Context: an optimization exercise on an open-source flow, tuned for small area, a short achievable clock period and few clock cycles per item. The choices shown serve that exercise and are no tape-out recipe.
In this exercise RTL edits were held to simulation tests only and were not proved equivalent to the original.
Power and IR drop assume default switching activity.

### flow/config.mk
export PLATFORM = sky130hd
export DESIGN_NAME = alpha_gain_position_tracker
export DESIGN_NICKNAME = alpha_gain_position_tracker
export VERILOG_FILES = /design/flow/design.v
export SDC_FILE = /design/flow/constraint.sdc
export NUM_CORES = 4
export LEC_CHECK = 0
export CAP_MARGIN = 20
export CORE_MARGIN = 2
export CORE_UTILIZATION = 50
export SLEW_MARGIN = 20
### flow/constraint.sdc
create_clock -name core_clock -period 10.5 [get_ports {clk}]
set_input_delay 2.1000 -clock core_clock [delete_from_list [all_inputs] [get_ports {clk}]]
set_output_delay 2.1000 -clock core_clock [all_outputs]
set_load 0.01 [all_outputs]
### flow/design.v
`default_nettype none
package agpt_pkg;
  localparam int MEAS_W    = 16;
  localparam int CFG_W     = 16;
  localparam int CFG_IDX_W = 2;
  localparam int VAR_W     = 24;
  localparam int DEN_W     = VAR_W + 1;
  localparam int GAIN_W    = 17;
  localparam logic [CFG_IDX_W-1:0] CFG_PROCESS_NOISE = 2'd0;
  localparam logic [CFG_IDX_W-1:0] CFG_MEAS_NOISE    = 2'd1;
  localparam logic [CFG_IDX_W-1:0] CFG_VEL_GAIN      = 2'd2;
  localparam logic [CFG_W-1:0]  PROCESS_NOISE_RST = 16'd1024;
  localparam logic [CFG_W-1:0]  MEAS_NOISE_RST    = 16'd6400;
  localparam logic [CFG_W-1:0]  VEL_GAIN_RST      = 16'd19661;
  localparam logic [VAR_W-1:0]  VAR_RST   = 24'd256;
  localparam logic [VAR_W-1:0]  VAR_MAX   = 24'hFFFFFF;
  localparam logic [GAIN_W-1:0] GAIN_ONE  = 17'h10000;
  typedef struct packed {
    logic                     detected;
    logic signed [MEAS_W-1:0] meas_x;
    logic signed [MEAS_W-1:0] meas_y;
  } in_word_t;
  typedef struct packed {
    logic signed [MEAS_W-1:0] est_x;
    logic signed [MEAS_W-1:0] est_y;
    logic                     track_valid;
  } out_word_t;
  typedef struct packed {
    logic              done;
    logic [GAIN_W-1:0] quo;
  } div_res_t;
endpackage
`default_nettype wire
`default_nettype none
import agpt_pkg::*;
module agpt_div (
  input  wire logic                       clk,
  input  wire logic                       rst_n,
  input  wire logic                       start,
  input  wire logic [agpt_pkg::VAR_W-1:0] num,
  input  wire logic [agpt_pkg::DEN_W-1:0] den,
  output agpt_pkg::div_res_t              res
);
  localparam int CNT_W = $clog2(GAIN_W + 1);
  logic [DEN_W-1:0]  rem_r;
  logic [DEN_W-1:0]  den_r;
  logic [GAIN_W-1:0] quo_r;
  logic [CNT_W-1:0]  cnt_r;
  logic              busy_r;
  logic              done_r;
  logic              lsb_r;
  logic [DEN_W:0]    shifted;
  logic              fits;
  assign shifted = {rem_r, (cnt_r == CNT_W'(GAIN_W)) ? lsb_r : 1'b0};
  assign fits    = (shifted >= {1'b0, den_r});
  always_ff @(posedge clk) begin
    if (!rst_n) begin
      busy_r <= 1'b0;
      done_r <= 1'b0;
      cnt_r  <= '0;
      quo_r  <= '0;
    end else begin
      done_r <= 1'b0;
      if (start) begin
        quo_r <= '0;
        if (den == '0) begin
          done_r <= 1'b1;
        end else begin
          rem_r  <= DEN_W'(num >> 1);
          den_r  <= den;
          lsb_r  <= num[0];
          cnt_r  <= CNT_W'(GAIN_W);
          busy_r <= 1'b1;
        end
      end else if (busy_r) begin
        rem_r <= fits ? DEN_W'(shifted - {1'b0, den_r}) : DEN_W'(shifted);
        quo_r <= {quo_r[GAIN_W-2:0], fits};
        cnt_r <= cnt_r - 1'b1;
        if (cnt_r == CNT_W'(1)) begin
          busy_r <= 1'b0;
          done_r <= 1'b1;
        end
      end
    end
  end
  assign res.done = done_r;
  assign res.quo  = quo_r;
endmodule
`default_nettype wire
`default_nettype none
import agpt_pkg::*;
module alpha_gain_position_tracker #(
  parameter int POS_FRAC_BITS = 12
) (
  input  wire logic                 clk,
  input  wire logic                 rst_n,
  input  wire logic                 cfg_we,
  input  wire logic [agpt_pkg::CFG_IDX_W-1:0] cfg_index,
  input  wire logic [agpt_pkg::CFG_W-1:0] cfg_data,
  input  wire logic                 in_valid,
  output logic                      in_stall,
  input  wire logic [32:0]          in_data,
  output logic                      out_valid,
  input  wire logic                 out_stall,
  output logic [32:0]               out_data
);
  agpt_pkg::in_word_t in_w;
  assign in_w = in_data;
  localparam int POS_W  = POS_FRAC_BITS + 12;
  localparam int STEP_W = POS_FRAC_BITS + 9;
  localparam int CW     = POS_W + 2;
  localparam int MB_W   = CW;
  localparam int PW     = VAR_W + 1 + MB_W;
  localparam int SH     = POS_FRAC_BITS - 4;
  localparam int RND    = (SH > 0) ? (1 << (SH - 1)) : 0;
  localparam logic [3:0] ST_IDLE = 4'd0;
  localparam logic [3:0] ST_PRED = 4'd1;
  localparam logic [3:0] ST_DIV  = 4'd2;
  localparam logic [3:0] ST_WAIT = 4'd3;
  localparam logic [3:0] ST_MUL1 = 4'd4;
  localparam logic [3:0] ST_CORR = 4'd5;
  localparam logic [3:0] ST_MUL2 = 4'd6;
  localparam logic [3:0] ST_STEP = 4'd7;
  localparam logic [3:0] ST_MUL3 = 4'd8;
  localparam logic [3:0] ST_VAR  = 4'd9;
  localparam logic [3:0] ST_OUT  = 4'd10;
  function automatic logic signed [POS_W-1:0] sat_pos(input logic signed [CW:0] v);
    logic signed [POS_W-1:0] r;
    if ((&v[CW:POS_W-1]) || !(|v[CW:POS_W-1])) begin
      r = v[POS_W-1:0];
    end else begin
      r = v[CW] ? {1'b1, {(POS_W-1){1'b0}}} : {1'b0, {(POS_W-1){1'b1}}};
    end
    sat_pos = r;
  endfunction
  function automatic logic signed [STEP_W-1:0] sat_step(input logic signed [CW:0] v);
    logic signed [STEP_W-1:0] r;
    if ((&v[CW:STEP_W-1]) || !(|v[CW:STEP_W-1])) begin
      r = v[STEP_W-1:0];
    end else begin
      r = v[CW] ? {1'b1, {(STEP_W-1){1'b0}}} : {1'b0, {(STEP_W-1){1'b1}}};
    end
    sat_step = r;
  endfunction
  function automatic logic signed [CW-1:0] round16(input logic signed [PW-1:0] p);
    logic signed [PW-1:0] t;
    t = p + PW'(32768);
    round16 = CW'(t >>> 16);
  endfunction
  function automatic logic signed [MEAS_W-1:0] to_port(input logic signed [POS_W-1:0] p);
    logic signed [POS_W:0] t;
    logic signed [POS_W:0] s;
    logic signed [MEAS_W-1:0] r;
    t = (POS_W+1)'(p) + (POS_W+1)'(RND);
    s = t >>> SH;
    if ((&s[POS_W:MEAS_W-1]) || !(|s[POS_W:MEAS_W-1])) begin
      r = s[MEAS_W-1:0];
    end else begin
      r = s[POS_W] ? {1'b1, {(MEAS_W-1){1'b0}}} : {1'b0, {(MEAS_W-1){1'b1}}};
    end
    to_port = r;
  endfunction
  logic [CFG_W-1:0] pn_r, mn_r, vg_r;
  logic [3:0]                state_r, state_nxt;
  logic                      ax_r;
  logic                      det_r;
  logic                      seeded_r;
  logic signed [MEAS_W-1:0]  meas_r [2];
  logic signed [POS_W-1:0]   pos_r  [2];
  logic signed [STEP_W-1:0]  step_r [2];
  logic [VAR_W-1:0]          var_r  [2];
  logic signed [POS_W:0]     resid_r;
  logic signed [CW-1:0]      corr_r;
  logic signed [PW-1:0]      prod_r;
  logic                      out_valid_r;
  agpt_pkg::out_word_t       out_data_r;
  logic signed [POS_W-1:0]   pred_pos [2];
  logic [VAR_W-1:0]          pred_var [2];
  logic signed [POS_W-1:0]   seed_pos [2];
  logic [DEN_W-1:0]          var_sum  [2];
  logic signed [POS_W-1:0]   pos_sel;
  logic signed [STEP_W-1:0]  step_sel;
  logic [VAR_W-1:0]          var_sel;
  logic signed [POS_W-1:0]   seed_sel;
  logic [GAIN_W-1:0]         k_inv;
  logic [VAR_W-1:0]          ma;
  logic signed [VAR_W:0]     ma_s;
  logic signed [MB_W-1:0]    mb;
  logic signed [PW-1:0]      prod;
  logic                      div_start;
  logic [DEN_W-1:0]          div_den;
  agpt_pkg::div_res_t        div_res;
  logic                      in_take;
  logic                      out_free;
  always_ff @(posedge clk) begin
    if (!rst_n) begin
      pn_r <= PROCESS_NOISE_RST;
      mn_r <= MEAS_NOISE_RST;
      vg_r <= VEL_GAIN_RST;
    end else if (cfg_we) begin
      case (cfg_index)
        CFG_PROCESS_NOISE: pn_r <= cfg_data;
        CFG_MEAS_NOISE:    mn_r <= cfg_data;
        CFG_VEL_GAIN:      vg_r <= cfg_data;
        default: ;
      endcase
    end
  end
  always_comb begin
    for (int i = 0; i < 2; i++) begin
      pred_pos[i] = sat_pos((CW+1)'(pos_r[i]) + (CW+1)'(step_r[i]));
      var_sum[i]  = {1'b0, var_r[i]} + DEN_W'(pn_r);
      pred_var[i] = var_sum[i][VAR_W] ? VAR_MAX : var_sum[i][VAR_W-1:0];
      seed_pos[i] = POS_W'(meas_r[i]) <<< SH;
    end
  end
  assign pos_sel  = pos_r[ax_r];
  assign step_sel = step_r[ax_r];
  assign var_sel  = var_r[ax_r];
  assign seed_sel = seed_pos[ax_r];
  assign k_inv    = GAIN_ONE - div_res.quo;
  always_comb begin
    ma = '0;
    mb = '0;
    case (state_r)
      ST_MUL1: begin
        ma = VAR_W'(div_res.quo);
        mb = MB_W'(resid_r);
      end
      ST_MUL2: begin
        ma = VAR_W'(vg_r);
        mb = corr_r;
      end
      ST_MUL3: begin
        ma = var_sel;
        mb = MB_W'($signed({1'b0, k_inv}));
      end
      default: ;
    endcase
  end
  assign ma_s = {1'b0, ma};
  assign prod = ma_s * mb;
  assign div_start = (state_r == ST_DIV);
  assign div_den   = {1'b0, var_sel} + DEN_W'(mn_r);
  agpt_div u_div (
    .clk   (clk),
    .rst_n (rst_n),
    .start (div_start),
    .num   (var_sel),
    .den   (div_den),
    .res   (div_res)
  );
  assign in_stall = (state_r != ST_IDLE);
  assign in_take  = in_valid && !in_stall;
  assign out_free = !out_valid_r || !out_stall;
  always_comb begin
    state_nxt = state_r;
    case (state_r)
      ST_IDLE: if (in_take) state_nxt = ST_PRED;
      ST_PRED: state_nxt = (det_r && seeded_r) ? ST_DIV : ST_OUT;
      ST_DIV:  state_nxt = ST_WAIT;
      ST_WAIT: if (div_res.done) state_nxt = ST_MUL1;
      ST_MUL1: state_nxt = ST_CORR;
      ST_CORR: state_nxt = ST_MUL2;
      ST_MUL2: state_nxt = ST_STEP;
      ST_STEP: state_nxt = ST_MUL3;
      ST_MUL3: state_nxt = ST_VAR;
      ST_VAR:  state_nxt = ax_r ? ST_OUT : ST_DIV;
      ST_OUT:  if (out_free) state_nxt = ST_IDLE;
      default: state_nxt = ST_IDLE;
    endcase
  end
  always_ff @(posedge clk) begin
    if (!rst_n) begin
      state_r  <= ST_IDLE;
      ax_r     <= 1'b0;
      seeded_r <= 1'b0;
      for (int i = 0; i < 2; i++) begin
        pos_r[i]  <= '0;
        step_r[i] <= '0;
        var_r[i]  <= VAR_RST;
      end
    end else begin
      state_r <= state_nxt;
      case (state_r)
        ST_PRED: begin
          ax_r <= 1'b0;
          for (int i = 0; i < 2; i++) begin
            var_r[i] <= pred_var[i];
            if (det_r && !seeded_r) begin
              pos_r[i]  <= seed_pos[i];
              step_r[i] <= '0;
            end else begin
              pos_r[i] <= pred_pos[i];
            end
          end
          if (det_r) seeded_r <= 1'b1;
        end
        ST_MUL2: pos_r[ax_r]  <= sat_pos((CW+1)'(pos_sel) + (CW+1)'(corr_r));
        ST_STEP: step_r[ax_r] <= sat_step((CW+1)'(step_sel) + (CW+1)'(round16(prod_r)));
        ST_VAR: begin
          var_r[ax_r] <= prod_r[VAR_W+15:16];
          ax_r        <= 1'b1;
        end
        default: ;
      endcase
    end
  end
  always_ff @(posedge clk) begin
    if (in_take) begin
      det_r     <= in_w.detected;
      meas_r[0] <= in_w.meas_x;
      meas_r[1] <= in_w.meas_y;
    end
    if (state_r == ST_DIV) begin
      resid_r <= (POS_W+1)'(seed_sel) - (POS_W+1)'(pos_sel);
    end
    if (state_r == ST_CORR) begin
      corr_r <= round16(prod_r);
    end
    if (state_r == ST_MUL1 || state_r == ST_MUL2 || state_r == ST_MUL3) begin
      prod_r <= prod;
    end
  end
  always_ff @(posedge clk) begin
    if (!rst_n) begin
      out_valid_r <= 1'b0;
    end else if (state_r == ST_OUT && out_free) begin
      out_valid_r <= 1'b1;
    end else if (!out_stall) begin
      out_valid_r <= 1'b0;
    end
  end
  always_ff @(posedge clk) begin
    if (state_r == ST_OUT && out_free) begin
      out_data_r.est_x       <= to_port(pos_r[0]);
      out_data_r.est_y       <= to_port(pos_r[1]);
      out_data_r.track_valid <= seeded_r;
    end
  end
  assign out_valid = out_valid_r;
  assign out_data  = out_data_r;
endmodule
`default_nettype wire
### flow/run.sh
#!/bin/bash
# synth_recipe.tcl (not shown) runs the flow's synth.tcl, then flattens the netlist and writes it again
# the make line also repeats each setting of config.mk as NAME=value (left out here)
make -C /OpenROAD-flow-scripts/flow DESIGN_CONFIG=/design/flow/config.mk WORK_HOME=/design/flow/orfs CLKGATE_MAP_FILE= SYNTH_SCRIPT=/design/flow/synth_recipe.tcl finish
==> flow_summary_export.csv <==
group,metric,value,unit
run_status,outcome,"finished clean",
placement,place.gp.congestion,0.979,
floorplan,io_pins,91,
layout,drive_gt1_share,5.67,%
global_route,grt.met3_usage,4.49,%
worst_setup_path,end_kind,"flop",
layout,area_growth,8.58,%
clock_tree,cts_htree_levels,2,
yosys,muxShareOfSynthArea,3.07,%
global_route,grt_overflow,0,
detailed_routing,viasPerCell,5.88,
worst_setup_path,crit_slowest_cell,"o21ai_1",
yosys,yosysWarnings,7,
global_route,grt_util_met1,44.6,%
timing,setup_viol,0,
global_route,grt_pass1_vias,38600,
timing,clock_skew,19.5,ps
global_route,grt_use_met2,51.8,%
layout,n_fill_cell,8887,
yosys,synth_top_family_by_area,"adder cells",
layout,stdcell_count,6659,
detailed_routing,wl_per_cell,23.9,um
worst_setup_path,crit_fanout,10,
power,peakVddDrop,0.130,mV
timing,rsz0062_at_grt,"false",
worst_setup_path,crit_required,10830,ps
clock_tree,cts_resized,0,
clock_tree,numCtsBuffers,45,
clock_tree,postCtsHoldBufs,0,
floorplan,rows,113,
clock_tree,insertion_delay,600,ps
power,power_leakage,22.9,nW
layout,final_util,54.9,%
timing,maxSlewHeadroom,22.2,%
global_route,grt_max_degree,68,
timing,maxSlewViolCount,0,
timing,finalWorstSetupSlack,719,ps
floorplan,dieWidth,314,um
floorplan,initial_core_util,50.6,%
clock_tree,cts_tree,"yes",
clock_tree,clockBufferDepth,3,
global_route,grt_pass1_wl,240000,um
yosys,syn-instance-count,5298,
placement,port_buffers,90,
worst_setup_path,cp.arrival,10120,ps
floorplan,die-area,98900,um^2
timing,fin_tns_setup,0,ps
yosys,synth_compound_area_share,13.7,%
clock_tree,clock_sinks,413,
yosys,avgSynthCellArea,9.10,um^2
yosys,synth_area,48200,um^2
yosys,yosysSeqAreaShare,24.1,%
yosys,synthAdderAreaFrac,31.8,%
worst_setup_path,start_kind,"flop",
detailed_routing,antenna_left,0,
detailed_routing,vias,39200,
worst_setup_path,worst_path_most_repeated_cell,"fa_1",
yosys,synth_xor_area_share,4.78,%
clock_tree,path_clk_slew,60,ps
global_route,antenna_found_initial,4,
yosys,synth_ff_type,"edfxtp_1",
yosys,synth_edf_count,333,
floorplan,die_y,314,um
timing,fin_crit_sh,93.1,%
global_route,grt-busiest-layer,"met2",
yosys,ys_ff_latch,413,
detailed_routing,drc,0,
power,power_density,136,nW/um^2
detailed_routing,dr.pass1.iters,6,
clock_tree,clock_tree.root_cell,"clkbuf_16",
yosys,ys_types,108,
timing,min_period,9780,ps
global_route,grtUsageTotal,32.5,%
floorplan,design.core.area,95300,um^2
worst_setup_path,cpPeakStageDelay,800,ps
layout,fin_nets,6298,
timing,final_hold_viol_count,0,
detailed_routing,drt-total-wl,159000,um
yosys,async_flop_share,0,%
placement,place_ws,819,ps
worst_setup_path,crit_type,"reg2reg",
run,drv_cap,0,
detailed_routing,drt_iter0_drc,3572,
timing,max_freq,0.102,GHz
layout,ff_latch_area,11600,um^2
yosys,synth-simple-area-share,14.6,%
placement,post-place-cells,6576,
layout,multi_input_area,32900,um^2
clock_tree,postCtsSetupRepairBufs,0,
timing,tightest_slew,1160,ps
hold_path,hp-class,"reg2reg",
placement,hpwlAfterDp,128000,um
-- sequential cells by signal, summed over array words and instances, names as in the netlist, 17 cells and up, named ones only --
name and cells:
corr_r 26, meas_r 32, out_data_r 33, pos_r 48, prod_r 27, resid_r 25, step_r 42, u_div.den_r 25
u_div.quo_r 17, u_div.rem_r 25, var_r 48
-- placed cells by master, fill, tap and decap left out, drive strengths merged, types with 50 or more instances in the layout --
master	n
nand2	718
o21ai	200
buf	102
dfxtp	80
nor2	412
a21o	80
clkbuf	58
o21a	53
xnor2	174
edfxtp	333
mux2	68
a21oi	272
ha	318
nor3	68
a31oi	50
inv	804
mux2i	71
fa	566
clkdlybuf4s50	89
nand3	103
xor2	89
-- metal layers --
metal | wire [um] | part of all wire [%]
met5 | 16 | 0.010
met1 | 65900 | 41
met3 | 12800 | 8.1
met2 | 72600 | 46
met4 | 7920 | 5.0
-- area by class of cell --
cell class | instances | area share (%)
Timing Repair Buffer | 191 | 3.16
Multi-Input combinational cell | 3905 | 62.9
Tap cell | 1265 | 3.02
Antenna cell | 1 | 0.00478
Clock buffer | 58 | 2.35
Inverter | 802 | 5.75
Clock inverter | 24 | 0.619
Sequential cell | 413 | 22.2
-- logic make-up (layout without fill, tap and decap cells) --
kind of cell	after synthesis	after routing
simple gates	1586	1586
buf+inv	1006	1075
other cells	2	29
flops	413	413
xor+xnor	263	263
compound gates	1005	1005
mux	139	139
fa+ha+maj	884	884
-- final timing paths --
check / start / depth (start not counted) / slack (ps) / end
worst max-delay path: u_div.quo_r[4] / 28 / 720 / prod_r[40]
worst min register to register: mn_r[7] / 2 / 470 / mn_r[7]
worst max register to register: u_div.quo_r[4] / 28 / 720 / prod_r[40]
worst min-delay path: mn_r[7] / 2 / 470 / mn_r[7]
-- cell usage after synthesis, types with 42 or more instances --
library cell  instances  area, um^2
inv_1               802        3010
nand2_1             716        2690
fa_1                566       11300
nor2_1              410        1540
edfxtp_1            333       10000
ha_1                318        3980
a21oi_1             269        1350
o21ai_0             179         896
clkbuf_1            176         661
xnor2_1             174        1520
nand3_1             102         510
xor2_1               89         780
dfxtp_1              80        1600
a21o_1               79         593
mux2i_1              70         701
mux2_2               68         766
nor3_1               68         340
o21a_1               53         398
a31oi_1              49         307
a21boi_0             47         353
and3_1               43         269
nand2b_1             42         263
-- power breakdown --
group,internal [mW],switching (mW)
Combinational,1.10,1.91
Clock,1.02,0.708
Sequential,2.09,0.276
Total,4.21,2.90
-- worst max-delay path, delay by kind of cell (launching register included) --
family	cells	cell delay, ps
and+or+nand+nor	7	2060
DFF	1	390
adders and majority gates	8	3780
buffers and inverters	4	500
xor gates and xnor gates	2	260
AOI/OAI and AO/OA	7	2500
-- stage by stage --
step                power (mW)  area (um^2)  hold slack, ps
CTS                       7.07        52300             474
finish                    7.11        52300             472
floorplan                 4.33        48300             438
global route              7.47        52300             491
global placement          5.32        50800             457
detailed placement        5.33        50800             464
Testbench counts, summed over its fixed seeds: cycles 149,858, frames 3,200.

-- static timing again, ports no longer ideal --
Ports are ideal in the flow. The routed layout listed here was re-timed in OpenROAD.
Step 1: set_driving_cell puts a clkbuf_16 on clk and a buf_2 on each other input, an assumption about the parent block.
Step 2 adds t to the input delays and takes it off the output delays; t is the mean of the earliest and latest rising clock arrival at the registers after step 1. Input paths then give back, and output paths get back, about the clock's delay inside the block.
Three values: ideal ports, drivers, drivers and shift; two values: the first two.
t (ns): 0.651
setup slack, ns: 0.719 / 0.719 / 0.719
worst setup path at the end: register to register
clock arrival spread, ns: 0.021 / 0.021
pins driven straight from the clock port: 1
After both steps setup and hold are still met in this run. For this run, drivers alone change the setup slack by 0.000 ns; drivers and shift together by 0.000 ns.
